This is an optimization exercise on Yosys and OpenROAD, whose aim is small area, a short achievable clock period and few clock cycles, not a production implementation.
RTL that was checked went through simulation tests only; none was proved equivalent to the original.
Function not checked in runs 6 and 7: the RTL went through the layout flow alone.
Power figures rest on the tool's default switching activity, not on a simulated workload.

==> design.v <==
package pgtl_pkg;
    localparam int SAMPLE_COUNT = 8;
    localparam int PAIR_SLOTS   = SAMPLE_COUNT * (SAMPLE_COUNT - 1) / 2;
    localparam int POS_W        = 31;
    localparam int GENO_W       = 16;
    localparam int SAMPLE_W     = 3;
    localparam int CODE_W       = 2;
    localparam logic [POS_W-1:0] LONG_TRACT_MIN_RESET = 31'd10000;
    function automatic int pair_slot(input int i, input int j);
        pair_slot = ((i * (2 * SAMPLE_COUNT - i - 1)) >> 1) + (j - i - 1);
    endfunction
    function automatic logic [POS_W:0] prefix_carries(input logic [POS_W-1:0] p,
                                                      input logic [POS_W-1:0] g,
                                                      input logic cin);
        logic [POS_W:0] gg;
        logic [POS_W:0] pp;
        logic [POS_W:0] ng;
        logic [POS_W:0] np;
        gg = {g, cin};
        pp = {p, 1'b0};
        for (int l = 0; (1 << l) <= POS_W; l++)
        begin
            ng = gg;
            np = pp;
            for (int i = 0; i <= POS_W; i++)
            begin
                if (((i >> l) & 1) == 1)
                begin
                    ng[i] = gg[i] | (pp[i] & gg[((i >> l) << l) - 1]);
                    np[i] = pp[i] & pp[((i >> l) << l) - 1];
                end
            end
            gg = ng;
            pp = np;
        end
        prefix_carries = gg;
    endfunction
endpackage
module pgtl_pos_store
(
    input  logic                         clk,
    input  logic                         rst_n,
    input  logic                         clear,
    input  logic [pgtl_pkg::PAIR_SLOTS-1:0] sel,
    input  logic                         wr_en,
    input  logic [pgtl_pkg::POS_W-1:0]   wr_data,
    output logic [pgtl_pkg::POS_W-1:0]   rd_data
);
    logic [pgtl_pkg::POS_W-1:0]      mem [pgtl_pkg::PAIR_SLOTS];
    logic [pgtl_pkg::PAIR_SLOTS-1:0] valid_reg;
    always_ff @(posedge clk or negedge rst_n)
    begin
        if (!rst_n)
            valid_reg <= '0;
        else if (clear)
            valid_reg <= '0;
        else if (wr_en)
            valid_reg <= valid_reg | sel;
    end
    always_ff @(posedge clk)
    begin
        for (int k = 0; k < pgtl_pkg::PAIR_SLOTS; k++)
            if (wr_en && sel[k])
                mem[k] <= wr_data;
    end
    logic [pgtl_pkg::POS_W-1:0] rd_mux;
    logic                       rd_valid;
    always_comb
    begin
        rd_mux = '0;
        for (int k = 0; k < pgtl_pkg::PAIR_SLOTS; k++)
            rd_mux = rd_mux | (mem[k] & {pgtl_pkg::POS_W{sel[k]}});
    end
    assign rd_valid = ((sel & valid_reg) != '0);
    assign rd_data  = rd_mux & {pgtl_pkg::POS_W{rd_valid}};
endmodule
module pairwise_genotype_tract_lengths
(
    input  logic                          clk,
    input  logic                          rst_n,
    input  logic                          cfg_valid,
    output logic                          cfg_ready,
    input  logic [pgtl_pkg::POS_W-1:0]    cfg_long_tract_min,
    input  logic                          site_valid,
    output logic                          site_ready,
    input  logic                          site_new_scaffold,
    input  logic                          site_is_indel,
    input  logic [pgtl_pkg::POS_W-1:0]    site_position,
    input  logic [pgtl_pkg::GENO_W-1:0]   site_genotypes,
    output logic                          result_valid,
    input  logic                          result_ready,
    output logic [pgtl_pkg::SAMPLE_W-1:0] result_first_sample,
    output logic [pgtl_pkg::SAMPLE_W-1:0] result_second_sample,
    output logic [pgtl_pkg::POS_W-1:0]    result_tract_length,
    output logic                          result_long_tract,
    output logic                          result_last_of_site
);
    localparam int NP = pgtl_pkg::PAIR_SLOTS;
    localparam int PW = pgtl_pkg::POS_W;
    localparam int NS = pgtl_pkg::SAMPLE_COUNT;
    function automatic logic [NP-1:0] below(input logic [NP-1:0] m);
        logic [NP-1:0] o;
        logic [NP-1:0] n;
        o = m;
        for (int l = 0; (1 << l) < NP; l++)
        begin
            n = o;
            for (int i = 0; i < NP; i++)
                if (((i >> l) & 1) == 1)
                    n[i] = o[i] | o[((i >> l) << l) - 1];
            o = n;
        end
        below = {o[NP-2:0], 1'b0};
    endfunction
    function automatic logic two_or_more(input logic [NP-1:0] m);
        logic [31:0] a;
        logic [31:0] t;
        logic [31:0] na;
        logic [31:0] nt;
        a = '0;
        a[NP-1:0] = m;
        t = '0;
        for (int w = 32; w > 1; w = w / 2)
        begin
            na = '0;
            nt = '0;
            for (int i = 0; i < w / 2; i++)
            begin
                na[i] = a[2*i] | a[2*i+1];
                nt[i] = t[2*i] | t[2*i+1] | (a[2*i] & a[2*i+1]);
            end
            a = na;
            t = nt;
        end
        two_or_more = t[0];
    endfunction
    function automatic logic [1:0] count8(input logic [NS-1:0] m);
        logic any;
        logic two;
        any = 1'b0;
        two = 1'b0;
        for (int i = 0; i < NS; i++)
        begin
            two = two | (any & m[i]);
            any = any | m[i];
        end
        count8 = {two, any};
    endfunction
    logic [PW-1:0] long_min_reg;
    assign cfg_ready = 1'b1;
    always_ff @(posedge clk or negedge rst_n)
    begin
        if (!rst_n)
            long_min_reg <= pgtl_pkg::LONG_TRACT_MIN_RESET;
        else if (cfg_valid)
            long_min_reg <= cfg_long_tract_min;
    end
    logic          s_empty;
    logic          s_valid;
    logic          s_ns;
    logic          s_nz;
    logic [PW-1:0] s_pos;
    logic [NP-1:0] s_mask;
    logic [NP-1:0] in_mask;
    logic          in_nz;
    logic          in_more;
    logic          s_more;
    logic          s_take;
    logic          s_leave;
    logic          pend_clear;
    logic          s_rdy;
    logic          s_empty_next;
    assign site_ready = s_rdy;
    assign s_valid    = !s_empty;
    always_comb
    begin
        logic [NS-1:0] ref_s;
        logic [NS-1:0] alt_s;
        logic [1:0]    ref_c;
        logic [1:0]    alt_c;
        for (int i = 0; i < NS; i++)
        begin
            ref_s[i] = (site_genotypes[2*i +: 2] == 2'd0);
            alt_s[i] = (site_genotypes[2*i +: 2] == 2'd2);
        end
        in_mask = '0;
        for (int i = 0; i < NS; i++)
            for (int j = i + 1; j < NS; j++)
                in_mask[pgtl_pkg::pair_slot(i, j)] =
                    !site_is_indel && ((ref_s[i] && alt_s[j]) || (alt_s[i] && ref_s[j]));
        ref_c   = count8(ref_s);
        alt_c   = count8(alt_s);
        in_nz   = !site_is_indel && ref_c[0] && alt_c[0];
        in_more = !site_is_indel && ((ref_c[1] && alt_c[0]) || (ref_c[0] && alt_c[1]));
    end
    always_ff @(posedge clk)
    begin
        if (s_empty)
        begin
            s_ns   <= site_new_scaffold;
            s_nz   <= in_nz;
            s_more <= in_more;
            s_pos  <= site_position;
            s_mask <= in_mask;
        end
    end
    logic          a_valid;
    logic [NP-1:0] a_oh;
    logic [NP-1:0] a_rest;
    logic [PW-1:0] a_pos;
    logic          a_more;
    logic          adv;
    logic          a_fire;
    logic          a_upd;
    logic [NP-1:0] s_m;
    logic [NP-1:0] bl_r;
    logic [NP-1:0] bl_s;
    logic [NP-1:0] lo_r;
    logic [NP-1:0] lo_s;
    logic          clear;
    logic [PW-1:0] rd_data;
    logic [pgtl_pkg::SAMPLE_W-1:0] a_first;
    logic [pgtl_pkg::SAMPLE_W-1:0] a_second;
    logic          out_valid;
    assign adv     = !out_valid || result_ready;
    assign a_fire  = a_valid && adv;
    assign a_upd   = adv || !a_valid;
    assign s_take  = a_upd && !a_more && s_valid && s_nz;
    assign s_leave = s_valid && (!s_nz || (a_upd && !a_more));
    assign clear   = s_take && (s_ns || pend_clear);
    assign s_m  = s_mask;
    assign bl_r = below(a_rest);
    assign bl_s = below(s_m);
    assign lo_r = a_rest & ~bl_r;
    assign lo_s = s_m & ~bl_s;
    assign s_empty_next = s_empty ? !(site_valid && s_rdy) : s_leave;
    always_ff @(posedge clk or negedge rst_n)
    begin
        if (!rst_n)
            s_rdy <= 1'b0;
        else
            s_rdy <= s_empty_next;
    end
    always_ff @(posedge clk or negedge rst_n)
    begin
        if (!rst_n)
        begin
            s_empty    <= 1'b1;
            a_valid    <= 1'b0;
            a_more     <= 1'b0;
            pend_clear <= 1'b0;
        end
        else
        begin
            s_empty <= s_empty_next;
            if (s_take)
                pend_clear <= 1'b0;
            else if (s_valid && !s_nz && s_ns)
                pend_clear <= 1'b1;
            if (a_upd)
            begin
                if (a_more)
                    a_more <= two_or_more(a_rest);
                else
                    a_more <= s_valid && s_more;
                a_valid <= a_more || (s_valid && s_nz);
            end
        end
    end
    always_ff @(posedge clk)
    begin
        if (a_upd)
        begin
            if (a_more)
            begin
                a_oh   <= lo_r;
                a_rest <= a_rest & bl_r;
            end
            else
            begin
                a_oh   <= lo_s;
                a_rest <= s_m & bl_s;
                a_pos  <= s_pos;
            end
        end
    end
    pgtl_pos_store u_store
    (
        .clk     (clk),
        .rst_n   (rst_n),
        .clear   (clear),
        .sel     (a_oh),
        .wr_en   (a_fire),
        .wr_data (a_pos),
        .rd_data (rd_data)
    );
    always_comb
    begin
        a_first  = '0;
        a_second = '0;
        for (int i = 0; i < NS; i++)
            for (int j = i + 1; j < NS; j++)
                if (a_oh[pgtl_pkg::pair_slot(i, j)])
                begin
                    a_first  = a_first  | i[pgtl_pkg::SAMPLE_W-1:0];
                    a_second = a_second | j[pgtl_pkg::SAMPLE_W-1:0];
                end
    end
    logic                          b_valid;
    logic                          b2_valid;
    logic [PW-1:0]                 b_p;
    logic [PW-1:0]                 b_g;
    logic [pgtl_pkg::SAMPLE_W-1:0] b_first;
    logic [pgtl_pkg::SAMPLE_W-1:0] b_second;
    logic                          b_last;
    logic [PW:0]                   b_c;
    logic                          b_fwd;
    logic                          min_zero;
    always_ff @(posedge clk or negedge rst_n)
    begin
        if (!rst_n)
        begin
            b_valid   <= 1'b0;
            b2_valid  <= 1'b0;
            out_valid <= 1'b0;
        end
        else if (adv)
        begin
            b_valid   <= a_valid;
            b2_valid  <= b_valid;
            out_valid <= b2_valid;
        end
    end
    always_ff @(posedge clk)
    begin
        if (adv)
        begin
            b_p      <= a_pos ^ ~rd_data;
            b_g      <= a_pos & ~rd_data;
            b_first  <= a_first;
            b_second <= a_second;
            b_last   <= !a_more;
        end
    end
    assign b_c   = pgtl_pkg::prefix_carries(b_p, b_g, 1'b1);
    assign b_fwd = b_c[PW];
    assign min_zero = (long_min_reg == '0);
    logic [PW-1:0]                 b2_diff;
    logic                          b2_fwd;
    logic [pgtl_pkg::SAMPLE_W-1:0] b2_first;
    logic [pgtl_pkg::SAMPLE_W-1:0] b2_second;
    logic                          b2_last;
    always_ff @(posedge clk)
    begin
        if (adv)
        begin
            b2_diff   <= b_p ^ b_c[PW-1:0];
            b2_fwd    <= b_fwd;
            b2_first  <= b_first;
            b2_second <= b_second;
            b2_last   <= b_last;
        end
    end
    logic [pgtl_pkg::SAMPLE_W-1:0] out_first;
    logic [pgtl_pkg::SAMPLE_W-1:0] out_second;
    logic [PW-1:0]                 out_len;
    logic                          out_long;
    logic                          out_last;
    logic                          out_valid_port;
    logic [PW:0]                   l_c;
    assign l_c = pgtl_pkg::prefix_carries(b2_diff ^ ~long_min_reg, b2_diff & ~long_min_reg, 1'b1);
    always_ff @(posedge clk)
    begin
        if (adv)
        begin
            out_first  <= b2_first;
            out_second <= b2_second;
            out_len    <= b2_fwd ? b2_diff : '0;
            out_long   <= b2_fwd ? l_c[PW] : min_zero;
            out_last   <= b2_last;
        end
    end
    always_ff @(posedge clk or negedge rst_n)
    begin
        if (!rst_n)
            out_valid_port <= 1'b0;
        else
            out_valid_port <= b2_valid || (out_valid_port && !result_ready);
    end
    assign result_valid         = out_valid_port;
    assign result_first_sample  = out_first;
    assign result_second_sample = out_second;
    assign result_tract_length  = out_len;
    assign result_long_tract    = out_long;
    assign result_last_of_site  = out_last;
endmodule
==> run.sh <==
#!/bin/bash
# synth_recipe.tcl (not shown) runs the flow's synth.tcl, then flattens the netlist and writes it again
# the make line also repeats each setting of config.mk as NAME=value (left out here)
make -C /OpenROAD-flow-scripts/flow DESIGN_CONFIG=/design/flow/config.mk WORK_HOME=/design/flow/orfs CLKGATE_MAP_FILE= SYNTH_SCRIPT=/design/flow/synth_recipe.tcl finish
==> config.mk <==
export PLATFORM = sky130hd
export DESIGN_NAME = pairwise_genotype_tract_lengths
export DESIGN_NICKNAME = pairwise_genotype_tract_lengths
export VERILOG_FILES = /design/flow/design.v
export SDC_FILE = /design/flow/constraint.sdc
export NUM_CORES = 4
export LEC_CHECK = 0
export CAP_MARGIN = 20
export CORE_MARGIN = 2
export CORE_UTILIZATION = 65
export CTS_CLUSTER_DIAMETER = 80
export CTS_CLUSTER_SIZE = 25
export SETUP_SLACK_MARGIN = 3.0
export SLEW_MARGIN = 20
==> constraint.sdc <==
create_clock -name core_clock -period 5.5 [get_ports {clk}]
set_input_delay 1.1000 -clock core_clock [delete_from_list [all_inputs] [get_ports {clk}]]
set_output_delay 1.1000 -clock core_clock [all_outputs]
set_load 0.01 [all_outputs]
==> results of run 1 <==
worst max-delay path: cells and delay by family (launching register included):
kind | cells | cell delay (ps)
AO/OA/AOI/OAI | 2 | 470
flip-flops | 1 | 340
adder cells (fa/ha/maj) | 1 | 220
AND/OR/NAND/NOR | 2 | 250
buffers and inverters | 4 | 1030
placed cells by master (no fill, tap or decap), types with 35 or more instances in the layout:
master | synthesis | final
nor3_1 | 42 | 38
inv_1 | 55 | 53
nand2_1 | 113 | 111
dfrtp_1 | 62 | 60
dlygate4sd2_1 | 0 | 39
a221oi_1 | 127 | 122
buf_4 | 1 | 131
a22o_1 | 126 | 126
nor2_1 | 150 | 138
edfxtp_1 | 1163 | 1163
nand4_1 | 51 | 51
clkbuf_16 | 0 | 59
ha_1 | 65 | 58
xnor2_1 | 40 | 40
and2_1 | 36 | 35
clkdlybuf4s50_1 | 0 | 72
o21ai_0 | 69 | 63
nand3_1 | 76 | 75
a22oi_1 | 202 | 202
metal layers:
metal | global-route usage [%] | vias up | part of all wire, %
met5 | 0 | - | 0.0077
met1 | 53.66 | 14660 | 35
li1 | - | 11856 | -
met2 | 57.13 | 2649 | 45
met4 | 16.90 | 2 | 4.9
met3 | 10.77 | 455 | 15
power breakdown:
| group | switching [mW] | leakage, nW | total [mW] | internal [mW] |
|---|---|---|---|---|
| sequential | 1.50 | 11.7 | 14.9 | 13.4 |
| clock | 2.82 | 0.767 | 4.75 | 1.94 |
| combinational | 5.63 | 5.63 | 8.30 | 2.67 |
cell type report:
cell class / count / area, um2 / share of cell area, %
inverter: 56 / 240.2 / 0.4543
timing repair inverter: 2 / 18.77 / 0.03549
multi-input combinational: 1404 / 10210 / 19.30
clock buffer: 71 / 1489 / 2.816
clock inverter: 9 / 96.34 / 0.1822
timing repair buffer: 299 / 2997 / 5.667
sequential: 1231 / 36640 / 69.29
tap: 950 / 1189 / 2.248
antenna: 2 / 5.005 / 0.009464
kinds of logic (layout without fill, tap and decap cells):
group                      Yosys count  count (layout)
DFF                               1231            1231
AOI/OAI and AO/OA                  678             678
and+or+nand+nor                    586             605
buffers and inverters              224             437
adders and majority gates           69              69
xor gates and xnor gates            49              49
muxes                                2               2
other                                1               3
how the worst max path moves through the flow:
stage | slack (ps) | depth (start not counted) | end | from
2_1_floorplan | 2720 | 7 | s_more | site_genotypes[7]
3_3_place_gp | 1610 | 5 | u_store.mem[26][22] | result_ready
3_5_place_dp | 1560 | 5 | u_store.mem[8][22] | result_ready
4_1_cts | 2900 | 5 | u_store.mem[11][26] | result_ready
5_1_grt | 2840 | 9 | a_more | result_ready
6_report | 2930 | 9 | b_p[21] | a_oh[11]
through the flow:
step / utilization (%) / cell area (um2) / cells / worst slack (ps) / power [mW]
after global placement: 69.27 / 49520 / 3827 / 1612 / 21.88
final: 73.97 / 52880 / 4024 / 2933 / 28.00
after global routing: 73.97 / 52880 / 4022 / 2843 / 28.73
after floorplan: - / 47180 / 2840 / 2722 / 18.47
after detailed placement: 69.27 / 49520 / 3827 / 1563 / 22.13
after CTS: 73.23 / 52350 / 3992 / 2900 / 27.42
what timing repair did:
| action | CTS | global route |
|---|---|---|
| gates cloned | 26 | 4 |
| endpoints found under the setup margin | 1130 | 401 |
| hold endpoints to repair | 0 | 0 |
| buffers inserted | 59 | 24 |
| hold buffers | 0 | 0 |
| resized for setup | 152 | 60 |
| pin swaps | 14 | 13 |
==> impl_metrics.env, run 1 <==
export IMPL_status="complete, no violations"
export IMPL_grt_pass1_wl_mm=199.7
export IMPL_grt_ovfl_total=0
export IMPL_finClkSkew_ps=33.30
export IMPL_finalSetupViolCount=0
export IMPL_die_h_um=272.8
export IMPL_hold_ws_ps=418.9
export IMPL_synth_top_area_share_pct=74.38
export IMPL_timing_setup_tns_ps=0
export IMPL_synth_top_cells_by_count="1163 x edfxtp_1, 202 x a22oi_1, 150 x nor2_1"
export IMPL_clkLatencyLatePin_ps=700
export IMPL_worstSetupEndpointType="flip-flop"
export IMPL_synth_compound_area_share_pct=11.18
export IMPL_via_per_inst=7.361
export IMPL_nFillCells=4279
export IMPL_vias=29622
export IMPL_synth_top_cells_by_area="edfxtp_1 74%, dfrtp_1 3.3%, a22oi_1 3.2%"
export IMPL_worstMarginPinSlew_ps=1098
export IMPL_whs_endpoint="a_pos[16]"
export IMPL_fmax_mhz=389.6
export IMPL_cp_slowest_cell="buf_4"
export IMPL_ys_flop_type="edfxtp_1"
export IMPL_numCtsBuffers=56
export IMPL_grt_use_total_pct=38.31
export IMPL_crit_path_max_incr_delay_ps=560
export IMPL_top_register="u_store.mem"
export IMPL_critical_path_arrival_ps=3020
export IMPL_syn_nets=2990
export IMPL_rr_endpoint="b_p[21]"
export IMPL_synthDistinctLibCells=64
export IMPL_muxShareOfSynthArea_pct=0.04530
export IMPL_dp_hpwl_mm=77.07
export IMPL_drt_wl_total_mm=143.1
export IMPL_hold_start="s_pos[16]"
export IMPL_synthAdderAreaFrac_pct=1.817
export IMPL_core_rowCount=98
export IMPL_synth_most_common_cell="edfxtp_1"
export IMPL_reg2reg_depth=9
export IMPL_hold_viol=0
export IMPL_firstDrtPassIters=9
export IMPL_crit_type="flip-flop to flip-flop"
export IMPL_syn_inst=2840
export IMPL_grt_max_degree=111
export IMPL_period_minus_slack_ps=2567
export IMPL_cp_required_ps=5960
export IMPL_tritoncts="done"
export IMPL_initialDrtViolationCount=5169
export IMPL_p_per_area_nw_per_um2=529.5
export IMPL_io_pins=127
export IMPL_path_cells="buf_4 > a22oi_1 > nand4_1 > nor3_4 > buf_12 > buf_16 > buf_12 > a41o_4 > ha_4"
export IMPL_syn_to_final_growth_pct=12.63
export IMPL_cpMostUsedCell="buf_12"
export IMPL_yosys_area_share_simple_pct=6.207
export IMPL_root_buffer="clkbuf_16"
export IMPL_htreeDepth=2
export IMPL_worst_slew_margin_rel_pct=26.80
export IMPL_core_area_um2=71490
export IMPL_drcViolationCount=0
export IMPL_layout_drive_gt1_share_pct=12.47
export IMPL_maxCapViolCount=0
export IMPL_ys_seq_area_share_pct=78.02
export IMPL_antenna_found_initial=2
export IMPL_clk_pin_slew_ps=100
export IMPL_synth_area_um2=46950
export IMPL_cts_sinks=1231
export IMPL_grt_pass1_vias=27776
export IMPL_start_util_pct=65.68
export IMPL_ir_drop_v=0.0003427
export IMPL_yosys_area_top_type="edfxtp_1"
export IMPL_rsz0062_at_grt="true"
export IMPL_synthXorXnorAreaFrac_pct=0.9141
export IMPL_period_share_pct=46.67
export IMPL_synth_avg_cell_area_um2=16.53
export IMPL_clockBufferDepth=3
export IMPL_synth_edf_count=1163
export IMPL_wire_per_inst_um=35.57
export IMPL_portBuffers=125
export IMPL_slew_violations=0
export IMPL_die_w_um=272.8
export IMPL_globalplace_congestion=0.8759
export IMPL_regToRegStartpoint="a_oh[11]"
export IMPL_synth_top_family_by_area="compound AO/OA/AOI/OAI gates"
export IMPL_leakagePower_nw=18.12
export IMPL_ys_ff_latch=1231
export IMPL_rrSetupSlack_ps=2930
export IMPL_hold_depth=0
export IMPL_ant_nets=0
export IMPL_dieArea_um2=74400
export IMPL_worst_setup_path_start_kind="flip-flop"
export IMPL_worstHoldPathType="flip-flop to flip-flop"
export IMPL_crit_path_max_fanout=35
export IMPL_largest_reg_flops=868
export IMPL_yosys_warnings=3
export IMPL_nets=3200
export IMPL_synth_async_reset_ratio_pct=5.524
Testbench counts, summed over its fixed seeds: cycles 25,635.
==> run 2: changes to the inputs <==
--- a/config.mk
+++ b/config.mk
@@ -7,8 +7,8 @@
 export LEC_CHECK = 0
 export CAP_MARGIN = 20
 export CORE_MARGIN = 2
-export CORE_UTILIZATION = 65
+export CORE_UTILIZATION = 60
 export CTS_CLUSTER_DIAMETER = 80
 export CTS_CLUSTER_SIZE = 25
-export SETUP_SLACK_MARGIN = 3.0
+export SETUP_SLACK_MARGIN = 3.3
 export SLEW_MARGIN = 20
==> impl_metrics.env, run 2 <==
export IMPL_reg2reg_depth=7
export IMPL_wire_per_inst_um=36.79
export IMPL_crit_type="flip-flop to flip-flop"
export IMPL_dieArea_um2=80510
export IMPL_hold_ws_ps=425.7
export IMPL_cp_required_ps=5910
export IMPL_firstDrtPassIters=8
export IMPL_cts_hold_fix_buffers=0
export IMPL_clkLatencyLatePin_ps=700
export IMPL_syn_inst=2840
export IMPL_drt_wl_total_mm=152.1
export IMPL_dpl_worst_slack_ps=1822
export IMPL_core_area_um2=77470
export IMPL_top_register="u_store.mem"
export IMPL_final_common_cell="edfxtp_1"
export IMPL_clk_pin_slew_ps=90
export IMPL_worstHoldPathType="flip-flop to flip-flop"
export IMPL_fmax_mhz=387.7
export IMPL_layout_cells_non_filler=4135
export IMPL_antenna_found_initial=4
export IMPL_grt_use_total_pct=37.31
export IMPL_slew_violations=0
export IMPL_finClkSkew_ps=28.81
export IMPL_die_w_um=283.7
export IMPL_endpoint="a_rest[27]"
export IMPL_timing_setup_tns_ps=0
export IMPL_leakagePower_nw=18.36
export IMPL_synth_most_common_cell="edfxtp_1"
export IMPL_grt_pass1_wl_mm=209.5
export IMPL_core_rowCount=102
export IMPL_numCtsBuffers=58
export IMPL_syn_nets=2990
export IMPL_portBuffers=125
export IMPL_ys_ff_latch=1231
export IMPL_cp_startpoint="s_mask[5]"
export IMPL_crit_path_max_fanout=4
export IMPL_period_minus_slack_ps=2579
export IMPL_finalSetupViolCount=0
export IMPL_yosys_warnings=3
export IMPL_synth_top_area_share_pct=74.38
export IMPL_regToRegStartpoint="s_mask[5]"
export IMPL_syn_to_final_growth_pct=14.60
export IMPL_synth_async_reset_ratio_pct=5.524
export IMPL_rr_endpoint="a_rest[27]"
export IMPL_grt_ovfl_total=0
export IMPL_regArea_um2=36640
export IMPL_grt_max_degree=132
export IMPL_synth_area_um2=46950
export IMPL_design_area_um2=53810
export IMPL_ant_nets=0
export IMPL_synth_avg_cell_area_um2=16.53
export IMPL_cts_sinks=1231
export IMPL_grt_pass1_vias=27928
export IMPL_synth_top_cells_by_count="1163 x edfxtp_1, 202 x a22oi_1, 150 x nor2_1"
export IMPL_htreeDepth=2
export IMPL_critical_path_arrival_ps=2990
export IMPL_die_h_um=283.7
export IMPL_drcViolationCount=0
export IMPL_largest_reg_flops=868
export IMPL_vias=29714
export IMPL_worst_slew_margin_rel_pct=26.24
export IMPL_synth_edf_count=1163
export IMPL_via_per_inst=7.186
export IMPL_ys_seq_area_share_pct=78.02
export IMPL_placedCellCount=3889
export IMPL_multi_input_area_um2=10770
export IMPL_synth_top_cells_by_area="edfxtp_1 74%, dfrtp_1 3.3%, a22oi_1 3.2%"
export IMPL_tritoncts="done"
export IMPL_globalplace_congestion=0.8734
export IMPL_p_per_area_nw_per_um2=535.9
export IMPL_ys_flop_type="edfxtp_1"
export IMPL_period_share_pct=46.90
export IMPL_nFillCells=5161
export IMPL_hold_viol=0
export IMPL_rsz0062_at_grt="true"
export IMPL_worstSetupEndpointType="flip-flop"
export IMPL_status="complete, no violations"
export IMPL_ir_drop_v=0.0003530
export IMPL_worst_setup_path_start_kind="flip-flop"
export IMPL_initialDrtViolationCount=5383
export IMPL_placed_cell_area_um2=49520
export IMPL_final_cell_mix="1163 x edfxtp_1, 200 x a22oi_1, 129 x nor2_1, 126 x a22o_1, 118 x a221oi_1"
export IMPL_synthDistinctLibCells=64
export IMPL_layout_drive_gt1_share_pct=16.29
export IMPL_total_power_mw=28.83
export IMPL_root_buffer="clkbuf_16"
export IMPL_maxCapViolCount=0
export IMPL_dp_hpwl_mm=72.47
export IMPL_yosys_area_top_type="edfxtp_1"
export IMPL_worstMarginPinSlew_ps=1106
export IMPL_nets=3219
export IMPL_clockBufferDepth=3
export IMPL_rrSetupSlack_ps=2920
export IMPL_fin_util_pct=69.46
export IMPL_io_pins=127
export IMPL_worst_slack_ps=2921
export IMPL_start_util_pct=60.61
run 2: cell counts after synthesis:
No cell type changed its count.
run 2: area by class of cell:
cell class / count / share of cell area, %
sequential: 1231 / 68.09
multi-input combinational: 1415 / 20.01
timing repair buffer: 307 / 5.937
clock buffer: 73 / 2.842
tap: 1040 / 2.418
inverter: 56 / 0.4116
clock inverter: 12 / 0.2791
antenna: 1 / 0.004651
run 2: worst min path at each step:
stage | from | end | slack [ps] | depth (start not counted)
2_1_floorplan | s_pos[0] | a_pos[0] | 400 | 0
3_3_place_gp | b2_second[0] | out_second[0] | 400 | 0
3_5_place_dp | s_pos[1] | a_pos[1] | 400 | 0
4_1_cts | b2_second[2] | out_second[2] | 430 | 0
5_1_grt | s_pos[9] | a_pos[9] | 430 | 0
6_report | s_pos[10] | a_pos[10] | 430 | 0
run 2: cell families after synthesis:
| family | Yosys count | synth area share (%) |
|---|---|---|
| AOI/OAI and AO/OA | 678 | 11.18 |
| buffers and inverters | 224 | 1.807 |
| and+or+nand+nor | 586 | 6.207 |
| DFF | 1231 | 78.02 |
| muxes | 2 | 0.04530 |
| adders and majority gates | 69 | 1.817 |
| xor gates and xnor gates | 49 | 0.9141 |
| other | 1 | 0.007987 |
run 2: critical path: stages, from the launching register on:
cell	delay (ps)
edfxtp_1	480
or3_4	420
nor4_4	320
nor3b_4	350
nand3b_4	120
or3_4	390
o21ai_2	140
o22ai_1	90
run 2: power by group:
part | internal (mW) | switching [mW]
Clock | 2.01 | 2.92
Sequential | 13.4 | 1.49
Combinational | 2.92 | 6.05
run 2: metal layers:
layer / track usage [%] / vias up / wire length (um)
met5: 0 / - / 52
met4: 16.56 / 6 / 8611
met3: 9.895 / 452 / 20940
met2: 56.27 / 2299 / 67860
met1: 51.76 / 15048 / 54680
li1: - / 11909 / -
run 2: repair_timing:
item                                     CTS  global route
pin swaps                                 56            37
endpoints found under the setup margin  1223           261
buffers inserted                          83            36
cloned                                    39             1
gates resized for setup                  439            68
==> run 3: changes to the inputs <==
--- a/config.mk
+++ b/config.mk
@@ -7,7 +7,7 @@
 export LEC_CHECK = 0
 export CAP_MARGIN = 20
 export CORE_MARGIN = 2
-export CORE_UTILIZATION = 60
+export CORE_UTILIZATION = 70
 export CTS_CLUSTER_DIAMETER = 80
 export CTS_CLUSTER_SIZE = 25
 export SETUP_SLACK_MARGIN = 3.3
==> impl_metrics.env, run 3 <==
export IMPL_synth_edf_count=1163
export IMPL_grt_max_degree=126
export IMPL_hold_viol=0
export IMPL_synth_compound_area_share_pct=11.18
export IMPL_synth_top_cells_by_area="edfxtp_1 74%, dfrtp_1 3.3%, a22oi_1 3.2%"
export IMPL_yosys_area_share_simple_pct=6.207
export IMPL_synthDistinctLibCells=64
export IMPL_finalSetupViolCount=0
export IMPL_period_share_pct=47.55
export IMPL_core_rowCount=94
export IMPL_dp_hpwl_mm=69.78
export IMPL_syn_nets=2990
export IMPL_ant_nets=0
export IMPL_portBuffers=125
export IMPL_root_buffer="clkbuf_16"
export IMPL_grt_use_total_pct=41.85
export IMPL_start_util_pct=71.03
export IMPL_die_w_um=263.0
export IMPL_grt_pass1_wl_mm=203.5
export IMPL_antenna_found_initial=12
export IMPL_dpl_worst_slack_ps=1830
export IMPL_ys_flop_type="edfxtp_1"
export IMPL_worst_slew_margin_rel_pct=24.57
export IMPL_drt_wl_total_mm=145.7
export IMPL_muxShareOfSynthArea_pct=0.04530
export IMPL_rsz0062_at_grt="true"
export IMPL_yosys_area_top_type="edfxtp_1"
export IMPL_synth_top_family_by_area="compound AO/OA/AOI/OAI gates"
export IMPL_period_minus_slack_ps=2615
export IMPL_synth_top_area_share_pct=74.38
export IMPL_final_cell_mix="1163 x edfxtp_1, 202 x a22oi_1, 132 x nor2_1, 126 x a22o_1, 119 x a221oi_1"
export IMPL_slew_violations=0
export IMPL_critical_path_arrival_ps=3010
export IMPL_fmax_mhz=382.4
export IMPL_numCtsBuffers=56
export IMPL_cts_hold_fix_buffers=0
export IMPL_layout_drive_gt1_share_pct=15.66
export IMPL_synthXorXnorAreaFrac_pct=0.9141
export IMPL_crit_path_max_fanout=6
export IMPL_synth_most_common_cell="edfxtp_1"
export IMPL_grt_ovfl_total=0
export IMPL_synth_avg_cell_area_um2=16.53
export IMPL_synth_async_reset_ratio_pct=5.524
export IMPL_p_per_area_nw_per_um2=536.0
export IMPL_drcViolationCount=0
export IMPL_finClkSkew_ps=28.84
export IMPL_synth_top_cells_by_count="1163 x edfxtp_1, 202 x a22oi_1, 150 x nor2_1"
export IMPL_crit_type="flip-flop to flip-flop"
export IMPL_firstDrtPassIters=7
export IMPL_grt_pass1_vias=28847
export IMPL_seq_power_share_pct=52.3
export IMPL_ir_drop_v=0.0003453
export IMPL_top_register="u_store.mem"
export IMPL_globalplace_congestion=0.8692
export IMPL_ys_ff_latch=1231
export IMPL_worstHoldPathType="flip-flop to flip-flop"
export IMPL_p_clk_share_pct=16.8
export IMPL_timing_setup_tns_ps=0
export IMPL_cts_sinks=1231
export IMPL_worstSetupEndpointType="flip-flop"
export IMPL_htreeDepth=2
export IMPL_nFillCells=3337
export IMPL_via_per_inst=7.673
export IMPL_initialDrtViolationCount=6150
export IMPL_clkLatencyLatePin_ps=690
export IMPL_hold_ws_ps=424.5
export IMPL_maxCapViolCount=0
export IMPL_total_power_mw=28.66
export IMPL_p_switching_mw=10.32
export IMPL_clk_pin_slew_ps=110
export IMPL_largest_reg_flops=868
export IMPL_clockBufferDepth=3
export IMPL_status="complete, no violations"
export IMPL_wire_per_inst_um=36.79
export IMPL_io_pins=127
export IMPL_synthAdderAreaFrac_pct=1.817
export IMPL_fin_util_pct=80.90
export IMPL_vias=30392
export IMPL_core_area_um2=66100
export IMPL_synth_area_um2=46950
export IMPL_tritoncts="done"
export IMPL_leakagePower_nw=18.26
export IMPL_cp_required_ps=5900
export IMPL_worst_slack_ps=2885
export IMPL_switching_share_pct=36.02
export IMPL_worst_setup_path_start_kind="flip-flop"
export IMPL_dieArea_um2=69160
export IMPL_syn_to_final_growth_pct=13.89
export IMPL_syn_inst=2840
export IMPL_comb_power_share_pct=30.9
export IMPL_yosys_warnings=3
export IMPL_nets=3207
export IMPL_p_int_mw=18.34
export IMPL_ys_seq_area_share_pct=78.02
export IMPL_die_h_um=263.0
export IMPL_worstMarginPinSlew_ps=1131
export IMPL_final_common_cell="edfxtp_1"
## run 3: final timing paths
check | slack [ps] | start | cells after the start | end
min | 420 | s_pos[3] | 0 | a_pos[3]
max | 2880 | s_mask[1] | 7 | a_rest[27]
min in group asynchronous | 570 | rst_n | 1 | u_store.valid_reg[8]
min reg2reg | 420 | s_pos[3] | 0 | a_pos[3]
max reg2reg | 2880 | s_mask[1] | 7 | a_rest[27]
max in group asynchronous | 4200 | rst_n | 1 | a_valid
## run 3: cells by family after synthesis
| group | Yosys count |
|---|---|
| other | 1 |
| AND/OR/NAND/NOR | 586 |
| AO/OA/AOI/OAI | 678 |
| XOR/XNOR | 49 |
| flip-flops | 1231 |
| buffers and inverters | 224 |
| multiplexers | 2 |
| adder cells (fa/ha/maj) | 69 |
## run 3: worst max-delay path, stage by stage, from the launching register on
cell	delay, ps
edfxtp_1	480
or3_4	440
nor4_4	350
nor3b_4	320
nand3b_4	130
or3_4	400
o21ai_2	120
o22ai_1	90
## run 3: power by group through the flow
stage          clock network (mW)  registers [mW]  logic [mW]
5_1_grt                      5.04            15.2        8.98
4_1_cts                      4.72            14.9        8.08
3_5_place_dp                    0            15.1        6.92
6_report                     4.80            15.0        8.86
2_1_floorplan                   0            14.5        3.99
3_3_place_gp                    0            15.0        6.74
## run 3: cell type report
| type | count | area [um2] | share of cell area, % |
|---|---|---|---|
| flip-flops and latches | 1231 | 36640 | 68.52 |
| multi-input cells | 1415 | 10760 | 20.12 |
| repair buffers | 297 | 3134 | 5.861 |
| clock buffers | 85 | 1531 | 2.864 |
| well taps | 864 | 1081 | 2.022 |
| inverters | 56 | 221.5 | 0.4141 |
| clock inverters | 7 | 90.09 | 0.1685 |
| diodes | 6 | 15.01 | 0.02808 |
## run 3: layer usage
metal / vias up / wire (um) / global-route usage [%]
met5: - / 271 / 0.7623
met4: 14 / 9192 / 20.11
met3: 704 / 24900 / 14.70
met2: 3033 / 63780 / 61.92
met1: 14750 / 47590 / 56.39
li1: 11891 / - / -
## run 3: timing repair
action,in CTS,in global routing
setup buffers,83,29
gates resized for setup,423,71
endpoints found under the setup margin,1217,449
cloned,38,0
pin swaps,47,36
## run 3: stage by stage
step	instances	instance area, um2
final	3961	53480
after global routing	3956	53460
after CTS	3926	52880
after detailed placement	3713	49290
after global placement	3713	49290
after floorplan	2840	47300
==> run 4: changes to the inputs <==
--- a/config.mk
+++ b/config.mk
@@ -7,7 +7,7 @@
 export LEC_CHECK = 0
 export CAP_MARGIN = 20
 export CORE_MARGIN = 2
-export CORE_UTILIZATION = 70
+export CORE_UTILIZATION = 65
 export CTS_CLUSTER_DIAMETER = 80
 export CTS_CLUSTER_SIZE = 25
 export SETUP_SLACK_MARGIN = 3.3
==> impl_metrics.env, run 4 <==
export IMPL_fmax_mhz=391.9
export IMPL_globalplace_congestion=0.8304
export IMPL_htreeDepth=2
export IMPL_rsz0062_at_grt="true"
export IMPL_ys_flop_type="edfxtp_1"
export IMPL_clkLatencyLatePin_ps=710
export IMPL_grt_max_degree=115
export IMPL_cts_sinks=1231
export IMPL_wire_per_inst_um=35.57
export IMPL_fin_util_pct=74.61
export IMPL_crit_type="flip-flop to flip-flop"
export IMPL_placed_cell_area_um2=49420
export IMPL_synth_edf_count=1163
export IMPL_ir_drop_v=0.0003963
export IMPL_portBuffers=125
export IMPL_grt_ovfl_total=0
export IMPL_hold_ws_ps=417.7
export IMPL_top_register="u_store.mem"
export IMPL_clockBufferDepth=3
export IMPL_reg2reg_depth=10
export IMPL_maxCapViolCount=0
export IMPL_synthDistinctLibCells=64
export IMPL_synth_avg_cell_area_um2=16.53
export IMPL_largest_reg_flops=868
export IMPL_grt_use_total_pct=37.22
export IMPL_dp_hpwl_mm=70.48
export IMPL_die_h_um=272.8
export IMPL_timing_setup_tns_ps=0
export IMPL_hold_viol=0
export IMPL_ys_seq_area_share_pct=78.02
export IMPL_dieArea_um2=74400
export IMPL_ys_ff_latch=1231
export IMPL_nets=3188
export IMPL_firstDrtPassIters=6
export IMPL_synth_async_reset_ratio_pct=5.524
export IMPL_leakagePower_nw=18.21
export IMPL_grt_pass1_vias=27383
export IMPL_worstHoldPathType="flip-flop to flip-flop"
export IMPL_core_rowCount=98
export IMPL_syn_to_final_growth_pct=13.60
export IMPL_p_per_area_nw_per_um2=532.0
export IMPL_rrSetupSlack_ps=2950
export IMPL_vias=29371
export IMPL_layout_drive_gt1_share_pct=15.15
export IMPL_total_power_mw=28.38
export IMPL_synth_top_cells_by_area="edfxtp_1 74%, dfrtp_1 3.3%, a22oi_1 3.2%"
export IMPL_final_cell_mix="1163 x edfxtp_1, 202 x a22oi_1, 136 x nor2_1, 126 x a22o_1, 123 x a221oi_1"
export IMPL_period_minus_slack_ps=2551
export IMPL_synth_area_um2=46950
export IMPL_via_per_inst=7.292
export IMPL_worstSetupEndpointType="flip-flop"
export IMPL_slew_violations=0
export IMPL_cp_required_ps=5960
export IMPL_dpl_worst_slack_ps=1810
export IMPL_layout_cells_non_filler=4028
export IMPL_placedCellCount=3800
export IMPL_synth_top_cells_by_count="1163 x edfxtp_1, 202 x a22oi_1, 150 x nor2_1"
export IMPL_synth_top_area_share_pct=74.38
export IMPL_ant_nets=0
export IMPL_tritoncts="done"
export IMPL_start_util_pct=65.68
export IMPL_synth_most_common_cell="edfxtp_1"
export IMPL_critical_path_arrival_ps=3010
export IMPL_yosys_area_top_type="edfxtp_1"
export IMPL_period_share_pct=46.39
export IMPL_worst_slew_margin_rel_pct=30.37
export IMPL_syn_inst=2840
export IMPL_final_common_cell="edfxtp_1"
export IMPL_initialDrtViolationCount=5084
export IMPL_worst_setup_path_start_kind="flip-flop"
export IMPL_syn_nets=2990
export IMPL_design_area_um2=53340
export IMPL_drcViolationCount=0
export IMPL_die_w_um=272.8
export IMPL_worstMarginPinSlew_ps=1044
export IMPL_io_pins=127
export IMPL_root_buffer="clkbuf_16"
export IMPL_finalSetupViolCount=0
export IMPL_finClkSkew_ps=36.74
export IMPL_numCtsBuffers=57
export IMPL_core_area_um2=71490
export IMPL_clk_pin_slew_ps=100
export IMPL_status="complete, no violations"
export IMPL_grt_pass1_wl_mm=193.8
export IMPL_yosys_warnings=3
export IMPL_hold_depth=0
export IMPL_antenna_found_initial=7
export IMPL_crit_path_max_fanout=6
export IMPL_drt_wl_total_mm=143.3
export IMPL_worst_slack_ps=2949
run 4: logic make-up after synthesis:
logic type	Yosys count	share of synthesized area, %
flops	1231	78.02
compound gates	678	11.18
simple gates	586	6.207
buf+inv	224	1.807
fa+ha+maj	69	1.817
xor+xnor	49	0.9141
mux	2	0.04530
other cells	1	0.007987
run 4: report_power, final:
part / switching (mW) / internal [mW] / total (mW)
clock network: 2.86 / 2.02 / 4.88
logic: 5.75 / 2.77 / 8.52
registers: 1.52 / 13.5 / 15.0
total: 10.1 / 18.2 / 28.4
run 4: what timing repair did:
item                                     CTS  global route
pin swaps                                 36            31
endpoints found under the hold margin      0             0
hold buffers                               0             0
endpoints found under the setup margin  1203          1067
cloned                                    14            16
resized for setup                        397            67
setup buffers                             70            27
run 4: worst paths after layout:
kind,startpoint,endpoint
max,a_oh[27],b_p[17]
min,s_pos[26],a_pos[26]
max reg2reg,a_oh[27],b_p[17]
min reg2reg,s_pos[26],a_pos[26]
max in group asynchronous,rst_n,a_more
min in group asynchronous,rst_n,u_store.valid_reg[24]
run 4: layout make-up:
| cell class | instances | area (um2) |
|---|---|---|
| Tap cell | 950 | 1189 |
| Antenna cell | 2 | 5.005 |
| Sequential cell | 1231 | 36640 |
| Fill cell | 4253 | 18150 |
| Inverter | 56 | 226.5 |
| Clock buffer | 88 | 1574 |
| Timing Repair Buffer | 285 | 2980 |
| Clock inverter | 9 | 116.4 |
| Timing Repair inverter | 1 | 8.758 |
| Multi-Input combinational cell | 1406 | 10600 |
run 4: layer usage:
| metal | GRT usage, % | share of wire, % | up-vias |
|---|---|---|---|
| li1 | - | - | 11849 |
| met1 | 52.49 | 35 | 14602 |
| met2 | 56.95 | 44 | 2455 |
| met3 | 8.567 | 15 | 461 |
| met4 | 15.50 | 5.6 | 4 |
| met5 | 0 | 0.019 | - |
run 4: critical path, stage by stage (launching register included):
cell	delay [ps]
edfxtp_1	440
buf_12	170
a22o_1	220
a221oi_2	250
nand3_1	170
nor3_4	260
buf_12	170
buf_12	110
buf_16	140
a41o_1	170
ha_4	230
==> run 5: changes to the inputs <==
--- a/config.mk
+++ b/config.mk
@@ -10,5 +10,5 @@
 export CORE_UTILIZATION = 65
 export CTS_CLUSTER_DIAMETER = 80
 export CTS_CLUSTER_SIZE = 25
-export SETUP_SLACK_MARGIN = 3.3
+export SETUP_SLACK_MARGIN = 3.6
 export SLEW_MARGIN = 20
==> impl_metrics.env, run 5 <==
export IMPL_ant_nets=0
export IMPL_io_pins=127
export IMPL_synthXorXnorAreaFrac_pct=0.9141
export IMPL_p_per_area_nw_per_um2=539.5
export IMPL_firstDrtPassIters=6
export IMPL_critical_path_arrival_ps=2960
export IMPL_largest_reg_flops=868
export IMPL_numCtsBuffers=57
export IMPL_synth_most_common_cell="edfxtp_1"
export IMPL_worstHoldPathType="flip-flop to flip-flop"
export IMPL_rsz0062_at_grt="true"
export IMPL_worst_slew_margin_rel_pct=28.25
export IMPL_finClkSkew_ps=48.67
export IMPL_slew_violations=0
export IMPL_crit_type="flip-flop to flip-flop"
export IMPL_htreeDepth=2
export IMPL_path_cells="buf_8 > a22oi_1 > nand4_1 > nor3_4 > buf_12 > buf_16 > a41o_1 > ha_4"
export IMPL_muxShareOfSynthArea_pct=0.04530
export IMPL_synth_async_reset_ratio_pct=5.524
export IMPL_synth_top_cells_by_count="1163 x edfxtp_1, 202 x a22oi_1, 150 x nor2_1"
export IMPL_yosys_area_share_simple_pct=6.207
export IMPL_yosys_area_top_type="edfxtp_1"
export IMPL_die_h_um=272.8
export IMPL_final_cell_mix="1163 x edfxtp_1, 200 x a22oi_1, 158 x buf_4, 126 x a22o_1, 122 x buf_12"
export IMPL_cp_slowest_cell="edfxtp_1"
export IMPL_top_register="u_store.mem"
export IMPL_dp_hpwl_mm=73.17
export IMPL_portBuffers=125
export IMPL_grt_pass1_vias=29851
export IMPL_syn_nets=2990
export IMPL_synth_avg_cell_area_um2=16.53
export IMPL_synth_edf_count=1163
export IMPL_crit_path_max_fanout=36
export IMPL_worstMarginPinSlew_ps=1076
export IMPL_timing_setup_tns_ps=0
export IMPL_drcViolationCount=0
export IMPL_maxCapViolCount=0
export IMPL_hold_viol=0
export IMPL_synth_top_family_by_area="compound AO/OA/AOI/OAI gates"
export IMPL_grt_pass1_wl_mm=215.8
export IMPL_period_minus_slack_ps=2534
export IMPL_cts_hold_fix_buffers=0
export IMPL_synth_top_area_share_pct=74.38
export IMPL_status="complete, no violations"
export IMPL_worst_setup_path_start_kind="flip-flop"
export IMPL_antenna_found_initial=5
export IMPL_vias=31329
export IMPL_clkLatencyLatePin_ps=710
export IMPL_initialDrtViolationCount=5442
export IMPL_globalplace_congestion=0.8691
export IMPL_fmax_mhz=394.6
export IMPL_grt_use_total_pct=41.88
export IMPL_ys_seq_area_share_pct=78.02
export IMPL_dieArea_um2=74400
export IMPL_clockBufferDepth=3
export IMPL_rrSetupSlack_ps=2970
export IMPL_worstSetupEndpointType="flip-flop"
export IMPL_tritoncts="done"
export IMPL_layout_drive_gt1_share_pct=23.28
export IMPL_drt_wl_total_mm=157.0
export IMPL_synthDistinctLibCells=64
export IMPL_core_area_um2=71490
export IMPL_start_util_pct=65.68
export IMPL_finalSetupViolCount=0
export IMPL_clk_pin_slew_ps=100
export IMPL_ys_ff_latch=1231
export IMPL_crit_path_max_incr_delay_ps=430
export IMPL_yosys_warnings=3
export IMPL_period_share_pct=46.08
export IMPL_synth_compound_area_share_pct=11.18
export IMPL_synthAdderAreaFrac_pct=1.817
export IMPL_final_common_cell="edfxtp_1"
export IMPL_ys_flop_type="edfxtp_1"
export IMPL_core_rowCount=98
export IMPL_leakagePower_nw=19.67
export IMPL_syn_to_final_growth_pct=20.98
export IMPL_grt_ovfl_total=0
export IMPL_die_w_um=272.8
export IMPL_nets=3380
export IMPL_synth_area_um2=46950
export IMPL_cts_sinks=1231
export IMPL_cp_required_ps=5920
export IMPL_grt_max_degree=88
export IMPL_layout_cells_non_filler=4216
export IMPL_via_per_inst=7.431
export IMPL_wire_per_inst_um=37.25
export IMPL_synth_top_cells_by_area="edfxtp_1 74%, dfrtp_1 3.3%, a22oi_1 3.2%"
export IMPL_root_buffer="clkbuf_16"
export IMPL_placedCellCount=3818
export IMPL_syn_inst=2840
export IMPL_ir_drop_v=0.0003741
==> run 5: cell type report <==
cell class	instances	area [um2]
Multi-Input combinational cell	1417	11420
Timing Repair inverter	1	7.507
Tap cell	950	1189
Sequential cell	1231	36640
Clock inverter	11	127.6
Clock buffer	83	1524
Antenna cell	1	2.502
Inverter	56	244.0
Fill cell	3747	14690
Timing Repair Buffer	466	5649
==> run 5: path summary, 6_finish.rpt <==
kind | start | end | cells after the start
worst max-delay path | a_oh[15] | b_p[9] | 8
worst min-delay path | b_second[0] | b2_second[0] | 0
worst max register to register | a_oh[15] | b_p[9] | 8
worst min register to register | b_second[0] | b2_second[0] | 0
max in group asynchronous | rst_n | a_more | 1
min in group asynchronous | rst_n | s_rdy | 1
==> run 5: timing repair <==
item | in CTS | in global routing
gates resized for setup | 565 | 121
gates cloned | 43 | 1
endpoints found under the setup margin | 1257 | 440
pin swaps | 119 | 84
setup buffers | 210 | 46
==> run 5: where the power goes <==
group | total, mW | internal, mW | switching, mW
sequential | 14.8 | 13.4 | 1.34
clock | 4.86 | 1.97 | 2.89
combinational | 11.0 | 4.05 | 6.97
total | 30.6 | 19.4 | 11.2
==> run 5: logic make-up (layout without fill, tap and decap cells) <==
kind of cell	Yosys count	count (layout)
other cells	1	2
fa+ha+maj	69	69
flops	1231	1231
mux	2	2
simple gates	586	618
xor+xnor	49	49
compound gates	678	678
buf+inv	224	617
==> run 5: stage by stage <==
step                total power [mW]  cell area, um2  setup slack (ps)  util (%)  hold WS, ps
detailed placement             22.16           49540              1677     69.30        404.5
global placement               21.88           49530              1761     69.28        401.4
floorplan                      18.53           47340              2722         -        400.3
finish                         30.65           56800              2966     79.46        425.6
CTS                            29.38           55800              3022     78.06        425.6
global route                   31.19           56800              2941     79.45        435.3
==> run 5: routing by layer <==
| metal | part of all wire [%] | vias up | routed length [um] | track usage (%) |
|---|---|---|---|---|
| met5 | 0.039 | - | 61 | 0 |
| met4 | 6.9 | 8 | 10780 | 22.70 |
| met3 | 17 | 664 | 26050 | 15.93 |
| met2 | 44 | 2931 | 68910 | 62.12 |
| met1 | 33 | 15471 | 51240 | 54.04 |
| li1 | - | 12255 | - | - |
==> run 5: worst max-delay path: cells and delay by family (launching register included) <==
kind	cells	cell delay [ps]
adder cells (fa/ha/maj)	1	250
flip-flops	1	430
AO/OA/AOI/OAI	2	470
AND/OR/NAND/NOR	2	470
buffers and inverters	3	620
==> run 6: changes to the inputs <==
--- a/design.v
+++ b/design.v
@@ -35,6 +35,29 @@
         end
         prefix_carries = gg;
     endfunction
+    function automatic logic [POS_W:0] prefix_carries_ks(input logic [POS_W-1:0] p,
+                                                         input logic [POS_W-1:0] g,
+                                                         input logic cin);
+        logic [POS_W:0] gg;
+        logic [POS_W:0] pp;
+        logic [POS_W:0] ng;
+        logic [POS_W:0] np;
+        gg = {g, cin};
+        pp = {p, 1'b0};
+        for (int d = 1; d <= POS_W; d = d * 2)
+        begin
+            ng = gg;
+            np = pp;
+            for (int i = d; i <= POS_W; i++)
+            begin
+                ng[i] = gg[i] | (pp[i] & gg[i-d]);
+                np[i] = pp[i] & pp[i-d];
+            end
+            gg = ng;
+            pp = np;
+        end
+        prefix_carries_ks = gg;
+    endfunction
 endpackage
 module pgtl_pos_store
 (
@@ -308,6 +331,8 @@
     end
     logic                          b_valid;
     logic                          b2_valid;
+    logic [PW-1:0]                 b_pos;
+    logic [PW-1:0]                 b_prev;
     logic [PW-1:0]                 b_p;
     logic [PW-1:0]                 b_g;
     logic [pgtl_pkg::SAMPLE_W-1:0] b_first;
@@ -335,14 +360,16 @@
     begin
         if (adv)
         begin
-            b_p      <= a_pos ^ ~rd_data;
-            b_g      <= a_pos & ~rd_data;
+            b_pos    <= a_pos;
+            b_prev   <= rd_data;
             b_first  <= a_first;
             b_second <= a_second;
             b_last   <= !a_more;
         end
     end
-    assign b_c   = pgtl_pkg::prefix_carries(b_p, b_g, 1'b1);
+    assign b_p   = b_pos ^ ~b_prev;
+    assign b_g   = b_pos & ~b_prev;
+    assign b_c   = pgtl_pkg::prefix_carries_ks(b_p, b_g, 1'b1);
     assign b_fwd = b_c[PW];
     assign min_zero = (long_min_reg == '0);
     logic [PW-1:0]                 b2_diff;
--- a/config.mk
+++ b/config.mk
@@ -10,5 +10,5 @@
 export CORE_UTILIZATION = 65
 export CTS_CLUSTER_DIAMETER = 80
 export CTS_CLUSTER_SIZE = 25
-export SETUP_SLACK_MARGIN = 3.6
+export SETUP_SLACK_MARGIN = 3.0
 export SLEW_MARGIN = 20
==> impl_metrics.env, run 6 <==
export IMPL_path_cells="inv_2 > ha_4 > a211o_1 > a31oi_2 > o21bai_1 > or3_4 > o21ai_4 > nand2_2 > or2_4 > a211o_1 > xor2_1"
export IMPL_crit_path_max_fanout=6
export IMPL_worstSetupEndpointType="flip-flop"
export IMPL_ys_seq_area_share_pct=77.75
export IMPL_via_per_inst=7.248
export IMPL_io_pins=127
export IMPL_period_minus_slack_ps=2955
export IMPL_worstHoldPathType="flip-flop to flip-flop"
export IMPL_p_per_area_nw_per_um2=526.2
export IMPL_switching_share_pct=36.06
export IMPL_yosys_area_top_type="edfxtp_1"
export IMPL_synth_edf_count=1163
export IMPL_crit_path_max_incr_delay_ps=400
export IMPL_grt_ovfl_total=0
export IMPL_yosys_warnings=3
export IMPL_synth_top_cells_by_count="1163 x edfxtp_1, 261 x a22oi_1, 151 x nor2_1"
export IMPL_critical_path_arrival_ps=3400
export IMPL_ys_ff_latch=1231
export IMPL_comb_power_share_pct=29.9
export IMPL_cts_hold_fix_buffers=0
export IMPL_finClkSkew_ps=32.16
export IMPL_ir_drop_v=0.0004499
export IMPL_top_register="u_store.mem"
export IMPL_dr_wl_met2_mm=65.10
export IMPL_core_area_um2=71610
export IMPL_clockBufferDepth=3
export IMPL_portBuffers=125
export IMPL_synth_top_area_share_pct=74.12
export IMPL_dieArea_um2=74660
export IMPL_die_h_um=273.2
export IMPL_worst_setup_path_start_kind="flip-flop"
export IMPL_clk_pin_slew_ps=100
export IMPL_synth_most_common_cell="edfxtp_1"
export IMPL_wire_per_inst_um=34.90
export IMPL_initialDrtViolationCount=5542
export IMPL_grt_use_total_pct=38.25
export IMPL_design_area_um2=53570
export IMPL_firstDrtPassIters=6
export IMPL_core_rowCount=98
export IMPL_layout_drive_gt1_share_pct=14.33
export IMPL_synth_top_cells_by_area="edfxtp_1 74%, a22oi_1 4.2%, dfrtp_1 3.3%"
export IMPL_p_switching_mw=10.16
export IMPL_antenna_found_initial=9
export IMPL_vias=29925
export IMPL_slew_violations=0
export IMPL_clkLatencyLatePin_ps=700
export IMPL_rsz0062_at_grt="true"
export IMPL_period_share_pct=53.72
export IMPL_drcViolationCount=0
export IMPL_final_cell_mix="1163 x edfxtp_1, 261 x a22oi_1, 143 x nor2_1, 118 x buf_4, 108 x nand2_1"
export IMPL_leakagePower_nw=18.09
export IMPL_placed_cell_area_um2=49620
export IMPL_timing_setup_tns_ps=0
export IMPL_cp_required_ps=5940
export IMPL_syn_nets=3069
export IMPL_numCtsBuffers=56
export IMPL_fmax_mhz=338.4
export IMPL_maxCapViolCount=0
export IMPL_grt_pass1_vias=27908
export IMPL_globalplace_congestion=0.9078
export IMPL_grt_pass1_wl_mm=199.7
export IMPL_syn_inst=2922
export IMPL_dp_hpwl_mm=77.20
export IMPL_root_buffer="clkbuf_16"
export IMPL_status="complete, no violations"
export IMPL_synth_avg_cell_area_um2=16.13
export IMPL_synthDistinctLibCells=64
export IMPL_final_common_cell="edfxtp_1"
export IMPL_start_util_pct=65.80
export IMPL_ant_nets=0
export IMPL_grt_max_degree=116
export IMPL_p_clk_share_pct=17.2
export IMPL_cpMostUsedCell="a211o_1"
export IMPL_ys_flop_type="edfxtp_1"
export IMPL_wl_met1_mm=49.22
export IMPL_p_int_mw=18.03
export IMPL_nets=3286
export IMPL_syn_to_final_growth_pct=13.69
export IMPL_critPathTopFamily="compound AO/OA/AOI/OAI gates"
export IMPL_wl_met3_mm=22.61
export IMPL_htreeDepth=2
export IMPL_finalSetupViolCount=0
export IMPL_largest_reg_flops=868
export IMPL_crit_type="flip-flop to flip-flop"
export IMPL_synth_async_reset_ratio_pct=5.524
export IMPL_synth_area_um2=47120
export IMPL_cts_sinks=1231
export IMPL_worstMarginPinSlew_ps=1108
export IMPL_drt_wl_total_mm=144.1
export IMPL_tritoncts="done"
export IMPL_worst_slew_margin_rel_pct=26.15
export IMPL_die_w_um=273.2
export IMPL_crit_buf_inv=1
export IMPL_seq_power_share_pct=52.9
export IMPL_hold_viol=0
export IMPL_cp_slowest_cell="edfxtp_1"
export IMPL_top_layer="met5"
[run 6: cell count changes after synthesis, sizes merged, moves of 21 or more]
| cell | change |
|---|---|
| a221oi | -31 |
| a22o | -29 |
| a22oi | +59 |
| a41o | -31 |
| inv | +21 |
| nand4 | +29 |
| nor3 | +33 |
[run 6: routing by layer]
metal	global-route usage, %	up-vias
met2	58.72	2625
li1	-	12095
met3	10.98	423
met5	0	-
met1	52.88	14774
met4	14.42	8
[run 6: path summary, 6_finish.rpt]
path / to / startpoint / cells past startpoint / slack, ps
max: b2_diff[30] / b_prev[15] / 11 / 2550
min: a_pos[3] / s_pos[3] / 0 / 410
max reg2reg: b2_diff[30] / b_prev[15] / 11 / 2550
min reg2reg: a_pos[3] / s_pos[3] / 0 / 410
max in group asynchronous: a_valid / rst_n / 1 / 4160
min in group asynchronous: u_store.valid_reg[12] / rst_n / 1 / 580
[run 6: per-stage QoR]
step	setup WS (ps)	hold slack, ps	utilization, %	cells	power [mW]
2_1_floorplan	2807	400.3	-	2922	18.46
3_3_place_gp	1655	401.2	69.14	3884	21.74
6_report	2545	406.0	74.81	4129	28.19
4_1_cts	2613	413.8	73.55	4083	27.42
3_5_place_dp	1597	404.5	69.30	3890	22.02
5_1_grt	2465	428.5	74.80	4126	28.87
[run 6: layout make-up]
cell class,instances,area (um2)
clock inverters,9,122.6
repair buffers,294,2889
fillers,4310,18040
well taps,950,1189
repair inverters,2,18.77
multi-input cells,1477,10860
diodes,3,7.507
clock buffers,86,1524
inverters,77,319.1
flip-flops and latches,1231,36640
[run 6: kinds of logic (layout without fill, tap and decap cells)]
| kind of cell | Yosys count | after routing | synth area share (%) |
|---|---|---|---|
| AO/OA/AOI/OAI | 672 | 672 | 10.55 |
| XOR/XNOR | 54 | 54 | 1.004 |
| adder cells (fa/ha/maj) | 65 | 65 | 1.710 |
| buffers and inverters | 243 | 468 | 1.946 |
| flip-flops | 1231 | 1231 | 77.75 |
| multiplexers | 1 | 1 | 0.02390 |
| other | 1 | 4 | 0.007959 |
| AND/OR/NAND/NOR | 655 | 684 | 7.016 |
[run 6: power by group through the flow]
stage | logic [mW] | clock network, mW | registers (mW)
CTS | 7.61 | 4.82 | 15.0
global placement | 6.51 | 0 | 15.2
detailed placement | 6.74 | 0 | 15.3
floorplan | 3.99 | 0 | 14.5
finish | 8.43 | 4.84 | 14.9
global route | 8.64 | 5.12 | 15.1
[run 6: what timing repair did]
item / in CTS / in global routing
pin swaps: 37 / 43
setup endpoints to repair: 1145 / 266
gates resized for setup: 199 / 111
setup buffers: 70 / 29
cloned: 28 / 4
==> run 7: changes to the inputs <==
--- a/design.v
+++ b/design.v
@@ -35,29 +35,6 @@
         end
         prefix_carries = gg;
     endfunction
-    function automatic logic [POS_W:0] prefix_carries_ks(input logic [POS_W-1:0] p,
-                                                         input logic [POS_W-1:0] g,
-                                                         input logic cin);
-        logic [POS_W:0] gg;
-        logic [POS_W:0] pp;
-        logic [POS_W:0] ng;
-        logic [POS_W:0] np;
-        gg = {g, cin};
-        pp = {p, 1'b0};
-        for (int d = 1; d <= POS_W; d = d * 2)
-        begin
-            ng = gg;
-            np = pp;
-            for (int i = d; i <= POS_W; i++)
-            begin
-                ng[i] = gg[i] | (pp[i] & gg[i-d]);
-                np[i] = pp[i] & pp[i-d];
-            end
-            gg = ng;
-            pp = np;
-        end
-        prefix_carries_ks = gg;
-    endfunction
 endpackage
 module pgtl_pos_store
 (
@@ -67,7 +44,8 @@
     input  logic [pgtl_pkg::PAIR_SLOTS-1:0] sel,
     input  logic                         wr_en,
     input  logic [pgtl_pkg::POS_W-1:0]   wr_data,
-    output logic [pgtl_pkg::POS_W-1:0]   rd_data
+    output logic [pgtl_pkg::POS_W-1:0]   rd_data,
+    output logic                         rd_valid
 );
     logic [pgtl_pkg::POS_W-1:0]      mem [pgtl_pkg::PAIR_SLOTS];
     logic [pgtl_pkg::PAIR_SLOTS-1:0] valid_reg;
@@ -86,16 +64,13 @@
             if (wr_en && sel[k])
                 mem[k] <= wr_data;
     end
-    logic [pgtl_pkg::POS_W-1:0] rd_mux;
-    logic                       rd_valid;
     always_comb
     begin
-        rd_mux = '0;
+        rd_data = '0;
         for (int k = 0; k < pgtl_pkg::PAIR_SLOTS; k++)
-            rd_mux = rd_mux | (mem[k] & {pgtl_pkg::POS_W{sel[k]}});
+            rd_data = rd_data | (mem[k] & {pgtl_pkg::POS_W{sel[k]}});
     end
     assign rd_valid = ((sel & valid_reg) != '0);
-    assign rd_data  = rd_mux & {pgtl_pkg::POS_W{rd_valid}};
 endmodule
 module pairwise_genotype_tract_lengths
 (
@@ -242,6 +217,7 @@
     logic [NP-1:0] lo_s;
     logic          clear;
     logic [PW-1:0] rd_data;
+    logic          rd_valid;
     logic [pgtl_pkg::SAMPLE_W-1:0] a_first;
     logic [pgtl_pkg::SAMPLE_W-1:0] a_second;
     logic          out_valid;
@@ -315,7 +291,8 @@
         .sel     (a_oh),
         .wr_en   (a_fire),
         .wr_data (a_pos),
-        .rd_data (rd_data)
+        .rd_data (rd_data),
+        .rd_valid(rd_valid)
     );
     always_comb
     begin
@@ -331,8 +308,6 @@
     end
     logic                          b_valid;
     logic                          b2_valid;
-    logic [PW-1:0]                 b_pos;
-    logic [PW-1:0]                 b_prev;
     logic [PW-1:0]                 b_p;
     logic [PW-1:0]                 b_g;
     logic [pgtl_pkg::SAMPLE_W-1:0] b_first;
@@ -360,16 +335,14 @@
     begin
         if (adv)
         begin
-            b_pos    <= a_pos;
-            b_prev   <= rd_data;
+            b_p      <= rd_valid ? (a_pos ^ ~rd_data) : ~a_pos;
+            b_g      <= rd_valid ? (a_pos & ~rd_data) : a_pos;
             b_first  <= a_first;
             b_second <= a_second;
             b_last   <= !a_more;
         end
     end
-    assign b_p   = b_pos ^ ~b_prev;
-    assign b_g   = b_pos & ~b_prev;
-    assign b_c   = pgtl_pkg::prefix_carries_ks(b_p, b_g, 1'b1);
+    assign b_c   = pgtl_pkg::prefix_carries(b_p, b_g, 1'b1);
     assign b_fwd = b_c[PW];
     assign min_zero = (long_min_reg == '0);
     logic [PW-1:0]                 b2_diff;
--- a/config.mk
+++ b/config.mk
@@ -10,5 +10,5 @@
 export CORE_UTILIZATION = 65
 export CTS_CLUSTER_DIAMETER = 80
 export CTS_CLUSTER_SIZE = 25
-export SETUP_SLACK_MARGIN = 3.0
+export SETUP_SLACK_MARGIN = 3.3
 export SLEW_MARGIN = 20
==> impl_metrics.env, run 7 <==
export IMPL_status="complete, no violations"
export IMPL_leakagePower_nw=21.02
export IMPL_finalSetupViolCount=0
export IMPL_grt_pass1_wl_mm=235.0
export IMPL_period_minus_slack_ps=3175
export IMPL_met1_usage_pct=56.35
export IMPL_synth_most_common_cell="edfxtp_1"
export IMPL_crit_type="flip-flop to flip-flop"
export IMPL_worstSetupEndpointType="flip-flop"
export IMPL_worst_slack_ps=2325
export IMPL_root_buffer="clkbuf_16"
export IMPL_syn_inst=2931
export IMPL_dpl_worst_slack_ps=1726
export IMPL_path_cells="buf_6 > buf_4 > a221oi_2 > nand3_1 > nor3_4 > ha_1 > nand2_1 > o21ai_0"
export IMPL_cp_slowest_cell="edfxtp_1"
export IMPL_tritoncts="done"
export IMPL_worstMarginPinSlew_ps=1128
export IMPL_die_w_um=274.4
export IMPL_hold_viol=0
export IMPL_use_met2_pct=65.51
export IMPL_dp_hpwl_mm=79.75
export IMPL_rsz0062_at_grt="true"
export IMPL_worstHoldPathType="flip-flop to flip-flop"
export IMPL_firstDrtPassIters=10
export IMPL_placedCellCount=3934
export IMPL_wire_per_inst_um=39.98
export IMPL_reg2reg_depth=8
export IMPL_layout_cells_non_filler=4454
export IMPL_clockBufferDepth=3
export IMPL_timing_setup_tns_ps=0
export IMPL_synth_top_cells_by_area="edfxtp_1 74%, a22oi_1 4.1%, dfrtp_1 3.3%"
export IMPL_start_util_pct=65.34
export IMPL_rr_endpoint="b_p[15]"
export IMPL_cts_hold_fix_buffers=0
export IMPL_antenna_found_initial=14
export IMPL_syn_to_final_growth_pct=26.26
export IMPL_drt_wl_total_mm=178.1
export IMPL_crit_path_max_incr_delay_ps=680
export IMPL_ys_seq_area_share_pct=77.11
export IMPL_clk_pin_slew_ps=110
export IMPL_initialDrtViolationCount=6855
export IMPL_grt_pass1_vias=31707
export IMPL_synth_avg_cell_area_um2=16.21
export IMPL_muxShareOfSynthArea_pct=0.7796
export IMPL_clkLatencyLatePin_ps=720
export IMPL_synthXorXnorAreaFrac_pct=0.9587
export IMPL_fmax_mhz=315.0
export IMPL_synth_top_cells_by_count="1163 x edfxtp_1, 260 x a22oi_1, 144 x clkbuf_1, 144 x nand2_1, 102 x nor2_1"
export IMPL_synth_top_family_by_area="compound AO/OA/AOI/OAI gates"
-- run 7: cell count changes after synthesis, moves of 9 or more --
cell / delta
mux2_2: +31
nor2_1: -49
clkbuf_1: +9
inv_1: -19
o21ai_0: +17
nand2_1: +22
-- run 7: worst max-delay path by stage --
stage | startpoint | to | cells past startpoint
4_1_cts | s_mask[10] | a_oh[27] | 7
2_1_floorplan | result_ready | s_rdy | 6
3_5_place_dp | result_ready | s_rdy | 7
6_report | a_oh[24] | b_p[15] | 8
5_1_grt | a_oh[24] | b_p[15] | 8
3_3_place_gp | result_ready | u_store.mem[7][15] | 4
-- run 7: critical path: cells and delay by family, from the launching register on --
family / cells / cell delay [ps]
flops: 1 / 680
buf+inv: 2 / 420
compound gates: 2 / 570
fa+ha+maj: 1 / 370
simple gates: 3 / 840
-- run 7: metal layers --
metal | share of wire [%] | vias to the layer above
li1 | - | 12876
met1 | 31 | 16568
met2 | 42 | 3844
met3 | 17 | 1118
met4 | 9.8 | 16
met5 | 0.15 | -
-- run 7: cell type report --
type	count	area, um2	area share, %
flip-flops and latches	1231	36630	61.07
well taps	959	1200	2.000
clock buffers	88	1627	2.712
multi-input cells	1501	12710	21.19
clock inverters	8	111.4	0.1856
repair inverters	2	23.77	0.03963
diodes	11	27.53	0.04589
repair buffers	597	7417	12.37
inverters	57	234.0	0.3901
-- run 7: kinds of logic (layout without fill, tap and decap cells) --
kind of cell,Yosys count,after routing
flip-flops,1231,1231
multiplexers,33,33
other,1,12
adder cells (fa/ha/maj),69,69
XOR/XNOR,52,52
AO/OA/AOI/OAI,687,687
AND/OR/NAND/NOR,629,659
buffers and inverters,229,752
-- run 7: metrics by stage --
| stage | util [%] | area (um2) |
|---|---|---|
| 6_report | 82.49 | 59980 |
| 3_5_place_dp | 69.11 | 50250 |
| 3_3_place_gp | 69.07 | 50220 |
| 4_1_cts | 80.57 | 58580 |
| 5_1_grt | 82.46 | 59960 |
| 2_1_floorplan | - | 47820 |
-- run 7: report_power, final --
part           internal [mW]  switching (mW)  leakage [nW]  total, mW
Combinational           3.90            6.34          8.47       10.2
Sequential              12.7            1.17          11.7       13.9
Clock                   2.09            2.99         0.832       5.08
-- run 7: repair_timing --
item,4_1_cts,5_1_grt
setup endpoints to repair,1187,423
pin swaps,217,115
gates resized for setup,696,178
cloned,64,3
setup buffers,272,74
hold endpoints to repair,0,0

Re-timed with assumed drivers on the ports (clkbuf_16 on the clock, buf_2 on other inputs), run 7 has 2.325 ns of setup slack against 2.325 ns with ideal ports, and 2.325 ns once port delays also move by the mid clock arrival of 0.766 ns.
